Context: an optimization exercise on an open-source flow, tuned for small area, a short achievable clock period and few clock cycles per item. The choices shown serve that exercise and are no tape-out recipe. At most, simulation tests tie the RTL to the original design; equivalence was not proved. Power is estimated from default activity; no workload was simulated.

build 18:
==> flow/design.v (excerpt) <==
module axil_fetch #(
	parameter int K = 3
) (
	input  logic S_AXI_ACLK,
	input  logic fifo_reset,
	input  logic i_new_pc,
	input  fetch_pkg::addr_t i_pc,
	input  logic i_ready,
	output fetch_pkg::insn_t o_insn,
	output fetch_pkg::addr_t o_pc,
	output logic o_valid,
	output logic o_illegal,
	output logic M_AXI_ARVALID,
	input  logic M_AXI_ARREADY,
	output fetch_pkg::addr_t M_AXI_ARADDR,
	input  logic M_AXI_RVALID,
	output logic M_AXI_RREADY,
	input  fetch_pkg::bus_word_t M_AXI_RDATA,
	input  logic [1:0] M_AXI_RRESP
);
clock: 4.0 ns
lec_check: 0
cap_margin: 20
core_margin: 2
core_utilization: 40
setup_slack_margin: 1.6
slew_margin: 20
standard.sh (not shown) runs the stock make flow with config.mk's settings and CLKGATE_MAP_FILE= SYNTH_SCRIPT=/design/flow/synth_recipe.tcl, a recipe that flattens the netlist after the stock synthesis.
==> flow/flow/run.sh <==
#!/bin/bash
set -euo pipefail
bash standard.sh "BUFFER_PORTS_ARGS=-buffer_cell sky130_fd_sc_hd__buf_1" \
	"CTS_ARGS=-sink_clustering_enable -repair_clock_nets -dont_use_dummy_load -sink_clustering_size 30 -sink_clustering_max_diameter 60" \
	finish > standard_flow.log 2>&1
Build 18 | stages: all done | timing, DRC, antenna: all pass
Testbench counts of build 18, summed over its fixed seeds: cycles 70,312, insns 52,201.
[inputs] build 11 vs build 18
--- a/flow/config.mk
+++ b/flow/config.mk
@@ -9,4 +9,4 @@
 export CORE_MARGIN = 2
 export CORE_UTILIZATION = 40
-export SETUP_SLACK_MARGIN = 1.6
+export SETUP_SLACK_MARGIN = 2.0
 export SLEW_MARGIN = 20
==> results.txt <==
Comparing build 11 against build 18, there is no change at all in count of boundary I/O pins.
In build 11 the fmax turned out about 9% higher than in build 18.
In the tables for build 18 and build 11, slew at the pin closest to its max-slew limit reads lower with build 11.
NOTE: worst setup slack in build 11 exceeds that of build 18
Comparing power for build 18 and build 11, the smaller number came from build 18.
Looking at area added between synthesis and finish, build 11 sits above build 18.
Against build 18 as the reference, build 11 delivers a higher final core utilization.
Build 11: aggregate global-route resource usage is 0.42 points higher than what build 18 reported.
The standard cells in build 11 occupy more silicon area than those in build 18 do.
What build 85 does differently from build 11 at the input level:
--- a/flow/config.mk
+++ b/flow/config.mk
@@ -9,4 +9,4 @@
 export CORE_MARGIN = 2
 export CORE_UTILIZATION = 40
-export SETUP_SLACK_MARGIN = 2.0
+export SETUP_SLACK_MARGIN = 2.2
 export SLEW_MARGIN = 20
Findings:
- Build 85: all stages complete, timing, DRC and antenna checks passed
- Build 85 vs build 11: non-clock inverter instance count of the final layout up
- Part of the power in combinational logic (build 85 over build 11): increase, 5.1 points
- In the tables for build 11 and build 85, core utilization reads higher with build 85.
- Between build 85 and build 11, it is build 85 whose total power consumption of the routed design is higher, by 7.4%.
- [diff] cell area after layout, build 85 relative to build 11: regression
- Delta(relative contribution of the clock network to total power, build 85 - build 11) < 0
- When the final numbers for build 11 and build 85 were put side by side, the time the worst path needs with I/O delays and setup turned out to be greater in build 11.
- Taking build 11 as the reference, in build 85 area added between synthesis and finish rose 15 points; met1 layer usage reported by global route rose 2.6 points.
- Sort build 11 and build 85 by cell-internal power desc -> top: build 85
- The maximum clock frequency of build 85 exceeds that of build 11 by about 1.5%.
The inputs of build 89 differ from those of build 85 as listed below.
--- a/flow/config.mk
+++ b/flow/config.mk
@@ -9,4 +9,4 @@
 export CORE_MARGIN = 2
 export CORE_UTILIZATION = 40
-export SETUP_SLACK_MARGIN = 2.2
+export SETUP_SLACK_MARGIN = 1.8
 export SLEW_MARGIN = 20
## What came out
Higher number of CTS-inserted buffers among build 89 and build 85: build 85
Compared with build 85, build 89 degrades worst setup margin.
Between build 89 and build 85, it is build 89 whose total power is lower, by 700 uW.
Build 89 vs build 85 — global-route wire length before repair dropped by a little under 10%
Build 89 vs. build 85: total routing resource utilization after global routing went down by 2.1 points.
Re met3 usage in global routing: build 89 is 0.49 points up on build 85.
Build 89 reports a higher clock period minus worst slack than build 85 does.

========
fjord:
Starting RTL as in the previous note.
Settings: LEC_CHECK=0, ABC_AREA=1, CAP_MARGIN=20, CORE_MARGIN=2, CORE_UTILIZATION=40, SETUP_SLACK_MARGIN=2.1, SLEW_MARGIN=20; clock period 4.0 ns.
Scripts as last shown in full above: flow/flow/run.sh
fjord: full flow OK, the timing, DRC and antenna checks passed
Testbench counts of fjord, summed over its fixed seeds: cycles 70,312, insns 52,201.
Inputs modified between fjord and harbor:
- SETUP_SLACK_MARGIN now 2.0, was 2.1
- ABC_AREA no longer set, was 1
==> flow/flow/run.sh <==
#!/bin/bash
set -euo pipefail
bash standard.sh "BUFFER_PORTS_ARGS=-buffer_cell sky130_fd_sc_hd__buf_1" \
	"CTS_ARGS=-sink_clustering_enable -repair_clock_nets -dont_use_dummy_load -sink_clustering_size 36 -sink_clustering_max_diameter 45" \
	finish > standard_flow.log 2>&1
Notes after the runs:
Relative to fjord, the initial antenna violation count of harbor is lower by 1.
harbor: no failed stages, no open violations at the end
Summary of harbor over fjord: instance count of the mapped netlist now sits lower, clock buffer count from CTS moved up, met3 track utilization from global routing climbed 0.99 points.
Combinational power, harbor and fjord: larger value in fjord
The following lists how amber was set up differently from harbor:
- ABC_AREA: unset -> 1
- SETUP_SLACK_MARGIN: 2.0 -> 1.9
==> flow/flow/run.sh <==
#!/bin/bash
set -euo pipefail
bash standard.sh "BUFFER_PORTS_ARGS=-buffer_cell sky130_fd_sc_hd__buf_1" \
	"CTS_ARGS=-sink_clustering_enable -repair_clock_nets -dont_use_dummy_load -sink_clustering_size 30 -sink_clustering_max_diameter 60" \
	finish > standard_flow.log 2>&1
Findings:
Cmp amber and harbor / combinational share of power / higher: harbor
First-pass GRT wire length (amber over harbor): increase, about 10%
The relative area of non-clock buffer cells in the final design in amber was lower than what harbor gave.

========
axil_fetch again, from the RTL that the note above started with.
Settings: LEC_CHECK=0, ABC_AREA=1, CAP_MARGIN=20, CORE_MARGIN=2, CORE_UTILIZATION=40, SETUP_SLACK_MARGIN=2.0, SLEW_MARGIN=20; clock period 4.0 ns.
==> flow/flow/run.sh <==
#!/bin/bash
set -euo pipefail
bash standard.sh "BUFFER_PORTS_ARGS=-buffer_cell sky130_fd_sc_hd__buf_1" \
	"CTS_ARGS=-sink_clustering_enable -repair_clock_nets -dont_use_dummy_load -sink_clustering_size 30 -sink_clustering_max_diameter 60" \
	finish > standard_flow.log 2>&1
Testbench counts at the start, summed over its fixed seeds: cycles 70,312, insns 52,201.
Next try:
==> flow/flow/run.sh (replaced) <==
#!/bin/bash
set -euo pipefail
bash standard.sh "BUFFER_PORTS_ARGS=-buffer_cell sky130_fd_sc_hd__buf_1" finish > standard_flow.log 2>&1
- ABC_AREA: 1 -> unset
- CORE_UTILIZATION: 40 -> 60
- CTS_CLUSTER_DIAMETER: unset -> 50
- CTS_CLUSTER_SIZE: unset -> 30
Outcome: The changed run completed with no timing, DRC or antenna violations. Global-route usage increases by 6.8 points. Via count decreases by 4.7%. Die area decreases by 35%. Total power increases by 10%. Count of clock-buffer cells in the layout increases by 3. Core utilization increases by 28 points. Final cell count decreases by 18%. Register-to-register slack degrades by 0.09 ns.

========
Setup of job 7851:
The RTL this note starts from:
==> flow/design.v <==
`default_nettype none
package fetch_pkg;
	localparam int ADDR_WIDTH = 32;
	localparam int BUS_WIDTH = 64;
	localparam int INSN_WIDTH = 32;
	localparam int INSNS_PER_WORD = BUS_WIDTH / INSN_WIDTH;
	localparam int WORD_LSB = 3;
	localparam int FETCH_LIMIT = 8;
	localparam int LGFIFO = 3;
	localparam int LGDEPTH = LGFIFO + 4;
	typedef logic [ADDR_WIDTH-1:0] addr_t;
	typedef logic [BUS_WIDTH-1:0] bus_word_t;
	typedef logic [INSN_WIDTH-1:0] insn_t;
	typedef logic [LGDEPTH:0] depth_t;
	typedef logic [LGDEPTH-1:0] fill_t;
	typedef enum logic [1:0] {
		RESP_OKAY   = 2'b00,
		RESP_EXOKAY = 2'b01,
		RESP_SLVERR = 2'b10,
		RESP_DECERR = 2'b11
	} axi_resp_e;
endpackage
`default_nettype wire
`default_nettype none
module axil_fetch #(
	parameter int K = 3
) (
	input  logic S_AXI_ACLK,
	input  logic fifo_reset,
	input  logic i_new_pc,
	input  fetch_pkg::addr_t i_pc,
	input  logic i_ready,
	output fetch_pkg::insn_t o_insn,
	output fetch_pkg::addr_t o_pc,
	output logic o_valid,
	output logic o_illegal,
	output logic M_AXI_ARVALID,
	input  logic M_AXI_ARREADY,
	output fetch_pkg::addr_t M_AXI_ARADDR,
	input  logic M_AXI_RVALID,
	output logic M_AXI_RREADY,
	input  fetch_pkg::bus_word_t M_AXI_RDATA,
	input  logic [1:0] M_AXI_RRESP
);
	localparam int CW = $clog2(K + 1);
	logic active;
	logic [31:3] rq_addr;
	logic stale_hold;
	logic arv_ok, arv_spec;
	logic [3:0] inflight, inflight_n;
	logic [3:0] drop, drop_n;
	logic drop_zero, drop_zero_n;
	logic [CW-1:0] used, used_n;
	logic [63:0] buf_data [K];
	logic buf_err [K];
	logic [K-1:0] wr_oh, rd_oh, wr_oh_n, rd_oh_n;
	logic [CW-1:0] fcount, fcount_n;
	logic acc, acc_live, acc_stale, ar_held;
	logic keep, fempty, nl, can_take;
	logic take, load, avail, free, pop, push;
	logic o_valid_n, o_illegal_n, spec_n;
	logic room_n, full_n, choke_n;
	logic src_err;
	logic [31:0] lane;
	assign M_AXI_RREADY = 1'b1;
	assign M_AXI_ARADDR = { rq_addr, 3'b000 };
	assign fempty = (fcount == 0);
	assign nl = o_pc[2] ^ o_valid;
	assign can_take = o_valid && !o_illegal;
	assign take = can_take && i_ready;
	assign load = !o_valid || take;
	assign keep = M_AXI_RVALID && drop_zero;
	assign avail = !fempty || keep;
	assign free = load && avail && nl;
	assign pop = load && nl && !fempty;
	assign push = keep && !(fempty && load && nl);
	always_comb
	begin
		lane = '0;
		src_err = fempty && M_AXI_RRESP[1];
		if (fempty && !nl)
			lane = lane | M_AXI_RDATA[31:0];
		if (fempty && nl)
			lane = lane | M_AXI_RDATA[63:32];
		for (int i = 0; i < K; i++)
		begin
			if (!fempty && rd_oh[i] && !nl)
				lane = lane | buf_data[i][31:0];
			if (!fempty && rd_oh[i] && nl)
				lane = lane | buf_data[i][63:32];
			if (!fempty && rd_oh[i])
				src_err = src_err | buf_err[i];
		end
	end
	assign M_AXI_ARVALID = arv_ok || (arv_spec && i_ready);
	assign acc = M_AXI_ARVALID && M_AXI_ARREADY;
	assign acc_stale = acc && (stale_hold || i_new_pc);
	assign acc_live = acc && !acc_stale;
	assign ar_held = M_AXI_ARVALID && !M_AXI_ARREADY;
	always_ff @(posedge S_AXI_ACLK)
	begin
		if (i_new_pc && !ar_held)
			rq_addr <= i_pc[31:3];
		else if (acc)
			rq_addr <= stale_hold ? o_pc[31:3] : rq_addr + 1'b1;
	end
	logic [3:0] inflight_up, inflight_dn, drop_up, drop_dn;
	logic [CW-1:0] used_up, used_dn, fcount_up, fcount_dn;
	logic [K-1:0] wr_rot, rd_rot;
	logic rv_stale;
	assign inflight_up = inflight + 1'b1;
	assign inflight_dn = inflight - 1'b1;
	assign drop_up = drop + 1'b1;
	assign drop_dn = drop - 1'b1;
	assign used_up = used + 1'b1;
	assign used_dn = used - 1'b1;
	assign fcount_up = fcount + 1'b1;
	assign fcount_dn = fcount - 1'b1;
	assign wr_rot = { wr_oh[K-2:0], wr_oh[K-1] };
	assign rd_rot = { rd_oh[K-2:0], rd_oh[K-1] };
	assign rv_stale = M_AXI_RVALID && !drop_zero;
	always_comb
	begin
		case ({ acc, M_AXI_RVALID })
		2'b10: inflight_n = inflight_up;
		2'b01: inflight_n = inflight_dn;
		default: inflight_n = inflight;
		endcase
		if (i_new_pc)
		begin
			drop_n = inflight_n;
			drop_zero_n = (inflight == 0 && acc == M_AXI_RVALID)
				|| (inflight == 1 && !acc && M_AXI_RVALID);
		end
		else
		begin
			case ({ acc_stale, rv_stale })
			2'b10: drop_n = drop_up;
			2'b01: drop_n = drop_dn;
			default: drop_n = drop;
			endcase
			drop_zero_n = !acc_stale && (drop_zero || (drop == 1 && M_AXI_RVALID));
		end
		case ({ acc_live, free })
		2'b10: used_n = used_up;
		2'b01: used_n = used_dn;
		default: used_n = used;
		endcase
		if (i_new_pc)
			used_n = '0;
		case ({ push, pop })
		2'b10: fcount_n = fcount_up;
		2'b01: fcount_n = fcount_dn;
		default: fcount_n = fcount;
		endcase
		wr_oh_n = push ? wr_rot : wr_oh;
		rd_oh_n = pop ? rd_rot : rd_oh;
		if (i_new_pc)
		begin
			fcount_n = '0;
			wr_oh_n = K'(1);
			rd_oh_n = K'(1);
		end
		if (i_new_pc)
		begin
			o_valid_n = 1'b0;
			o_illegal_n = 1'b0;
		end
		else
		begin
			o_valid_n = load ? avail : o_valid;
			o_illegal_n = load ? (avail && src_err) : o_illegal;
		end
		spec_n = !i_new_pc && (!fempty || keep)
			&& (load ? (!nl && !src_err) : (!o_illegal && nl));
		if (i_new_pc)
		begin
			room_n = 1'b1;
			full_n = 1'b0;
		end
		else if (acc_live && !free)
		begin
			room_n = (used < CW'(K - 1));
			full_n = (used == CW'(K - 1));
		end
		else if (free && !acc_live)
		begin
			room_n = 1'b1;
			full_n = 1'b0;
		end
		else
		begin
			room_n = (used < CW'(K));
			full_n = (used == CW'(K));
		end
		if (i_new_pc)
		begin
			if (acc && !M_AXI_RVALID)
				choke_n = inflight_up[3];
			else if (!acc && M_AXI_RVALID)
				choke_n = inflight_dn[3];
			else
				choke_n = inflight[3];
		end
		else
		begin
			if (acc_stale && !rv_stale)
				choke_n = drop_up[3];
			else if (!acc_stale && rv_stale)
				choke_n = drop_dn[3];
			else
				choke_n = drop[3];
		end
	end
	always_ff @(posedge S_AXI_ACLK)
	begin
		if (fifo_reset)
		begin
			inflight <= '0;
			drop <= '0;
			drop_zero <= 1'b1;
			used <= '0;
			active <= 1'b0;
			stale_hold <= 1'b0;
			arv_ok <= 1'b0;
			arv_spec <= 1'b0;
			wr_oh <= K'(1);
			rd_oh <= K'(1);
			fcount <= '0;
			o_valid <= 1'b0;
			o_illegal <= 1'b0;
		end
		else
		begin
			inflight <= inflight_n;
			drop <= drop_n;
			drop_zero <= drop_zero_n;
			used <= used_n;
			if (i_new_pc)
				active <= 1'b1;
			if (i_new_pc)
				stale_hold <= ar_held;
			else if (acc)
				stale_hold <= 1'b0;
			arv_ok <= ar_held || ((active || i_new_pc) && !choke_n && room_n);
			arv_spec <= !ar_held && (active || i_new_pc) && !choke_n && full_n
				&& spec_n;
			wr_oh <= wr_oh_n;
			rd_oh <= rd_oh_n;
			fcount <= fcount_n;
			o_valid <= o_valid_n;
			o_illegal <= o_illegal_n;
		end
	end
	always_ff @(posedge S_AXI_ACLK)
	begin
		for (int i = 0; i < K; i++)
		begin
			if (keep && wr_oh[i])
			begin
				buf_data[i] <= M_AXI_RDATA;
				buf_err[i] <= M_AXI_RRESP[1];
			end
		end
	end
	always_ff @(posedge S_AXI_ACLK)
	begin
		if (load)
			o_insn <= { lane[7:0], lane[15:8], lane[23:16], lane[31:24] };
	end
	always_ff @(posedge S_AXI_ACLK)
	begin
		if (i_new_pc)
			o_pc <= i_pc;
		else if (take)
			o_pc <= { o_pc[31:2] + 1'b1, 2'b00 };
	end
endmodule
`default_nettype wire
==> flow/config.mk <==
export PLATFORM = sky130hd
export DESIGN_NAME = axil_fetch
export DESIGN_NICKNAME = axil_fetch
export VERILOG_FILES = /design/flow/design.v
export SDC_FILE = /design/flow/constraint.sdc
export NUM_CORES = 4
export LEC_CHECK = 0
export CAP_MARGIN = 5
export CORE_MARGIN = 2
export CORE_UTILIZATION = 40
export SETUP_SLACK_MARGIN = 2.0
export SLEW_MARGIN = 5
==> flow/constraint.sdc <==
create_clock -name core_clock -period 4.0 [get_ports {S_AXI_ACLK}]
set_input_delay 0.8000 -clock core_clock [delete_from_list [all_inputs] [get_ports {S_AXI_ACLK}]]
set_output_delay 0.8000 -clock core_clock [all_outputs]
set_load 0.01 [all_outputs]
==> flow/flow/run.sh <==
#!/bin/bash
set -euo pipefail
bash standard.sh "BUFFER_PORTS_ARGS=-buffer_cell sky130_fd_sc_hd__buf_1" \
	"CTS_ARGS=-sink_clustering_enable -repair_clock_nets -dont_use_dummy_load -sink_clustering_size 30 -sink_clustering_max_diameter 60" \
	finish > standard_flow.log 2>&1
[inputs] job 629 vs job 7851
- changing CAP_MARGIN from 5 to 20
- changing SLEW_MARGIN from 5 to 20
==> flow/flow/run.sh <==
#!/bin/bash
set -euo pipefail
bash standard.sh "BUFFER_PORTS_ARGS=-buffer_cell sky130_fd_sc_hd__buf_1" \
	"CTS_ARGS=-sink_clustering_enable -repair_clock_nets -dont_use_dummy_load -sink_clustering_size 40 -sink_clustering_max_diameter 50" \
	finish > standard_flow.log 2>&1
On net switching power, the higher figure sits with job 7851, not job 629. Total congestion overflow: job 629 vs job 7851 identical. Comparing job 7851 against job 629, there is no change at all in number of inserted diodes.
For job 8948, these inputs were changed with respect to job 629:
==> flow/flow/run.sh <==
#!/bin/bash
set -euo pipefail
bash standard.sh "BUFFER_PORTS_ARGS=-buffer_cell sky130_fd_sc_hd__buf_1" \
	"CTS_ARGS=-sink_clustering_enable -repair_clock_nets -dont_use_dummy_load -sink_clustering_size 30 -sink_clustering_max_diameter 60" \
	finish > standard_flow.log 2>&1
Notes after the runs:
Per the comparison of job 8948 with job 629, maximum fanout encountered on the critical timing path picked up an extra 2, number of max-cap violations saw little to no change, wire length higher, number of buffers and inverters on the critical path increased by 2 relative to the old numbers, proportion of power drawn by the clock network lower. Core box area came out exactly the same in job 629 and job 8948.
[inputs] job 7164 vs job 8948
==> flow/flow/run.sh <==
#!/bin/bash
set -euo pipefail
bash standard.sh "BUFFER_PORTS_ARGS=-buffer_cell sky130_fd_sc_hd__buf_1" \
	"CTS_ARGS=-sink_clustering_enable -repair_clock_nets -dont_use_dummy_load -sink_clustering_size 30 -sink_clustering_max_diameter 60 -sink_clustering_buffer sky130_fd_sc_hd__clkbuf_8" \
	finish > standard_flow.log 2>&1
Notes after the runs:
- The maximum clock frequency of job 7164 is lower than that of job 8948.
- Wire length: job 7164 better than job 8948
- Job 7164 vs job 8948: via count of the first global-routing pass up
- The later-pin clock latency in the skew report of job 7164 and that of job 8948 are within noise of each other.
- The slew at the pin with the worst max-slew slack in job 7164 was lower than what job 8948 gave.
- Row power: job 7164 lower / job 8948 higher
- Run comparison: job 8948 capturing element of the worst setup path o_insn[23]; job 7164 capturing element of the worst setup path used[1]
- Job 7164 ends up with higher share of power burned in combinational logic than job 8948 does.
Function was not checked in any run of this note: the RTL went through the layout flow alone.

==> static timing again, ports no longer ideal <==
The flow's constraints put no driver on any port. The routed layouts listed below were extracted and timed again, unchanged, in two steps. Step 1 assumes that a clkbuf_16 drives the clock port and a buf_2 every other input. Step 2 moves the port delays by t, midway between the first and last clock arrival at a register: inputs arrive t later, outputs are due t later. That takes back most of the time a late clock gives input paths. Three values: no drivers, after step 1, after step 2; two values: the first two.
run | shift t [ns] | slack for setup (ns) | latest minus earliest clock arrival (ns) | worst register clock-pin slew, ns | pins driven straight from the clock port
build 18 | 0.597 | 1.740 / 1.740 / 1.216 | 0.047 / 0.047 | 0.08 / 0.08 | 1
build 11 | 0.584 | 1.927 / 1.875 / 1.429 | 0.058 / 0.057 | 0.09 / 0.09 | 1
build 85 | 0.592 | 1.958 / 1.889 / 1.454 | 0.060 / 0.060 | 0.08 / 0.08 | 1
build 89 | 0.573 | 1.839 / 1.796 / 1.324 | 0.096 / 0.096 | 0.08 / 0.08 | 1
fjord | 0.609 | 1.983 / 1.937 / 1.570 | 0.103 / 0.104 | 0.11 / 0.11 | 1
harbor | 0.561 | 1.942 / 1.887 / 1.440 | 0.067 / 0.068 | 0.07 / 0.07 | 1
amber | 0.579 | 1.904 / 1.853 / 1.466 | 0.093 / 0.093 | 0.10 / 0.10 | 1
the first run of note 3 | 0.597 | 1.977 / 1.927 / 1.474 | 0.103 / 0.102 | 0.11 / 0.11 | 1
the second run of note 3 | 0.618 | 1.945 / 1.897 / 1.460 | 0.029 / 0.030 | 0.07 / 0.07 | 1
job 7851 | 0.532 | 1.922 / 1.875 / 1.437 | 0.062 / 0.062 | 0.08 / 0.08 | 1
job 629 | 0.548 | 1.908 / 1.857 / 1.437 | 0.076 / 0.076 | 0.08 / 0.08 | 1
job 8948 | 0.532 | 1.922 / 1.875 / 1.437 | 0.062 / 0.062 | 0.08 / 0.08 | 1
job 7164 | 0.521 | 1.915 / 1.873 / 1.418 | 0.083 / 0.083 | 0.12 / 0.12 | 1
After both steps every run listed still meets setup and hold. For build 18, which loses most, drivers alone change the setup slack by 0.000 ns; drivers and shift together by -0.524 ns.
